From an optimization exercise on the open Yosys and OpenROAD flow, aimed at small area; shortcuts taken in it are not production practice.
The RTL was checked by simulation tests, not by an equivalence proof against the original design.
Power figures rest on the tool's default switching activity, not on a simulated workload.

== job 105 ==
## dual_wheel_incremental_pid_drive
module dual_wheel_incremental_pid_drive #(
	parameter int TICK_BITS = dwpid_pkg::TICK_BITS
) (
	input  logic                        clk,
	input  logic                        arst_n,
	input  logic                        psel,
	input  logic                        penable,
	input  logic                        pwrite,
	input  logic [4:0]                  paddr,
	input  logic [31:0]                 pwdata,
	output logic [31:0]                 prdata,
	output logic                        pready,
	input  logic                        in_valid,
	output logic                        in_stall,
	input  logic [2:0]                  cmd,
	input  logic signed [15:0]          speed,
	input  logic signed [TICK_BITS-1:0] left_ticks,
	input  logic signed [TICK_BITS-1:0] right_ticks,
	output logic                        out_valid,
	input  logic                        out_stall,
	output logic [15:0]                 left_duty,
	output logic [1:0]                  left_dir,
	output logic [15:0]                 right_duty,
	output logic [1:0]                  right_dir,
	output logic signed [15:0]          left_speed,
	output logic signed [15:0]          right_speed,
	output logic signed [31:0]          left_odometry,
	output logic signed [31:0]          right_odometry
);
Size: ~260 I/O pins, about 18000 um^2 of cells after synthesis.
Settings: LEC_CHECK=0, CAP_MARGIN=20, CORE_MARGIN=2, CORE_UTILIZATION=40, SLEW_MARGIN=20; clock period 12.0 ns.
standard.sh (not shown) runs the stock make flow with config.mk's settings and CLKGATE_MAP_FILE= SYNTH_SCRIPT=/design/flow/synth_recipe.tcl, a recipe that flattens the netlist after the stock synthesis.
==> flow/flow/run.sh <==
#!/bin/bash
# The standard layout (standard.sh) with three options changed:
#  - synthesis runs flow/my_synth.tcl: the standard synthesis script, except that the
#    technology mapping uses Yosys's own (area-oriented) ABC script instead of ORFS's
#    delay-oriented one; registers, their names and cell types are unchanged;
#  - the port buffers are the smallest buffer cell;
#  - clock tree synthesis uses clkbuf_4 leaf clusters of up to 8 sinks and no dummy loads.
# All tool output goes to standard.log here and to ORFS's per-step logs under orfs/logs.
set -euo pipefail
HERE=$(pwd)
export BUFFER_PORTS_ARGS="-buffer_cell sky130_fd_sc_hd__buf_1"
export CTS_ARGS="-sink_clustering_enable -repair_clock_nets -sink_clustering_size 8 -sink_clustering_max_diameter 60 -buf_list sky130_fd_sc_hd__clkbuf_4 -dont_use_dummy_load"
bash standard.sh SYNTH_SCRIPT="$HERE/flow/my_synth.tcl" finish > standard.log 2>&1
==> flow/flow/my_synth.tcl <==
proc synth {args} { yosys synth -nofsm -noshare {*}$args }
# Same as synth_recipe.tcl (the standard synthesis), with ABC called without the ORFS script,
# constraint file and delay target.
# Technology mapping with Yosys's own ABC script for liberty mapping (area oriented), in place of
# ORFS's delay-oriented script; the -liberty and -dont_use arguments are kept.
proc abc {args} {
  set keep {}
  set i 0
  while {$i < [llength $args]} {
    set a [lindex $args $i]
    if {$a eq "-liberty" || $a eq "-dont_use"} {
      lappend keep $a [lindex $args [expr {$i + 1}]]
      incr i 2
    } elseif {$a eq "-script" || $a eq "-constr" || $a eq "-D"} {
      incr i 2
    } else {
      lappend keep $a
      incr i
    }
  }
  yosys abc {*}$keep
}
source $::env(SCRIPTS_DIR)/synth.tcl
# left out here: clear keep_hierarchy, flatten, clean up, hide names made inside functions, write 1_2_yosys.v
[inputs] job 103 vs job 105
diff --git a/flow/design.v b/flow/design.v
--- a/flow/design.v
+++ b/flow/design.v
@@ -125,25 +125,28 @@
 		if (c_mul2) x = q_q[0];
 		if (c_pid && !ge19) begin
 			x = (sub == 2'd0) ? sa : (sub == 2'd1) ? eb : c_lat;
 			xneg = (k == 6'd18);
 		end
 	end
 	logic b_en, b_inv;
 	logic div_add;
 	assign div_add = div & (k != 6'd0);
 	assign b_en  = div_add | x;
 	assign b_inv = div ? ~sneg : xneg;
 	assign a_in  = s_q;
-	assign b_in  = {{3{b_en & b_inv}}, {16{b_en}} & (km ^ {16{b_inv}})};
+	logic b_pos, b_neg;
+	assign b_pos = b_en & ~b_inv;
+	assign b_neg = b_en & b_inv;
+	assign b_in  = {{3{b_neg}}, ({16{b_pos}} & km) | ({16{b_neg}} & ~km)};
 	assign cin   = b_en & b_inv;
 	logic [19:0] cy;
 	assign cy[0] = cin;
 	for (genvar i = 0; i < 19; i++) begin : g_add
 		assign sum[i]  = a_in[i] ^ b_in[i] ^ cy[i];
 		assign cy[i+1] = (a_in[i] & b_in[i]) | (a_in[i] & cy[i]) | (b_in[i] & cy[i]);
 	end
 	logic        sgn_sh;
 	logic [18:0] sr;
 	assign sgn_sh = c_pid & ge18;
 	assign sr     = {sgn_sh & sum[18], sum[18:1]};
 	logic od_en, dsrc, db, od_s;
@@ -164,50 +167,52 @@
 	assign eraw  = t ^ ~m ^ ec;
 	assign eclip = tgtneg & spd_min & dneg & ovf;
 	assign ebit  = eclip ? k_lt16 : eraw;
 	logic dd, accb, tb, za, zb;
 	assign dd   = sum[0];
 	assign accb = ge23 ? accs : (acc_q[0] & ~fresh_pid);
 	assign tb   = accb ^ dd ^ ct;
 	assign za   = p_bit ^ ~tb ^ c_a;
 	assign zb   = tb ^ p_bit ^ c_b;
 	logic f, g;
 	assign f = hi ? p_bit : lo ? n_bit : acc_q[0];
 	assign g = sf ? (f ^ fseen) : f;
+	logic s_clr, s_sl, s_sm, s_sr;
+	assign s_clr = c_load | (c_pid & step & (k == 6'd40)) | (c_div1 & last);
+	assign s_sl  = ~s_clr & div;
+	assign s_sm  = ~s_clr & c_pid & ~step;
+	assign s_sr  = ~s_clr & ~div & ~(c_pid & ~step);
 	logic q_shr, q_top;
 	assign q_shr = c_neg | c_mul1 | c_mul2 | (c_meas & k_lt16) | (c_pid & step) | c_clip;
 	always_comb begin
 		q_top = sum[0];                     
 		if (c_neg) q_top = negbit;
 		if (c_meas) q_top = ebit & run;
 		if (c_pid) q_top = (k[5] | k[4]) ? q_q[15] : e16;
 	end
 	function automatic logic maj(input logic a, input logic b, input logic c);
 		maj = (a & b) | (a & c) | (b & c);
 	endfunction
 	always_ff @(posedge clk) begin
 		e1_q <= {wr_e ? eb : e1_q[0], e1_q[16:1]};
 		e2_q <= {wr_e ? e1b : e2_q[0], e2_q[16:1]};
 		if (od_en) od_q <= {od_s, od_q[31:1]};
 		if (c_pid && step) begin
 			if (!ge23) acc_q <= {tb, acc_q[22:1]};
 		end
 		if (c_clip) acc_q <= {f, acc_q[22:1]};
 	end
 	always_ff @(posedge clk) begin
-		if (c_load || (c_pid && step && k == 6'd40) || (c_div1 && last))
-			s_q <= '0;
-		else if (div) s_q <= {sum[17:0], q_q[15]};
-		else if (c_pid && !step) s_q <= sum;
-		else s_q <= sr | {12'd0, c_clip & g, 6'd0};
+		s_q <= ({19{s_sl}} & {sum[17:0], q_q[15]}) | ({19{s_sm}} & sum)
+		       | ({19{s_sr}} & (sr | {12'd0, c_clip & g, 6'd0}));
 		if (c_load) q_q <= ticks;
 		else if (div) q_q <= {q_q[14:0], ~sum[18]};
 		else if (q_shr) q_q <= {q_top, q_q[15:1]};
 		if (c_meas && k_lt16) sp_q <= {m, sp_q[15:1]};
 		if (c_load) begin
 			tsign_sf <= ticks[15];
 			seen     <= 1'b0;
 			c1       <= LEFT;
 		end
 		if (c_neg) seen <= seen | q_q[0];
 		if (od_en) c1 <= maj(od0, db, oc);
 		if (c_mul1 && k == 6'd23) begin
Results
- Job 103 finished every step from synthesis to the final layout, and the layout passed the timing, DRC and antenna checks.
- Going from job 105 to job 103, combinational power shrinks by 73%.
- Compared with job 105, in job 103 final setup slack of the worst path now sits higher; non-clock buffer count -1.5%; transition time of the tightest slew-check pin shrank by 14 ps; core utilization went up by 0.26 points; fraction of power spent switching nets fell by 12 points.
- Tightest hold margin, job 103 and job 105, lower one = job 103.
- From job 105 to job 103 the numbers moved as follows: adder-cell share of the synthesized area comparable; total power now smaller; internal power of the cells now smaller; depth of the CTS H-tree now smaller; number of non-clock inverters now larger.
- As of job 103, area of the multi-input gates had fallen by a few percent compared to job 105.
- First-pass GRT wire length in job 103 is 770 um higher than in job 105

separate check: timing with driven ports:
Ports are ideal in the flow. The routed layouts listed here were re-timed in OpenROAD.
Step 1: set_driving_cell puts a clkbuf_16 on clk and a buf_2 on each other input, an assumption about the parent block.
Step 2 also shifts input and output timing later by t, the mid clock arrival at the registers, as if the neighbouring blocks saw the same clock.
a / b / c = ideal / step 1 / step 2; a / b = the first two.
| run | t (ns) | slack for setup (ns) | slew at the worst register clock pin (ns) |
|---|---|---|---|
| job 105 | 0.799 | 0.499 / 0.499 / 0.499 | 0.10 / 0.10 |
| job 103 | 0.807 | 0.600 / 0.600 / 0.600 | 0.10 / 0.10 |
After both steps every run listed still meets setup and hold.
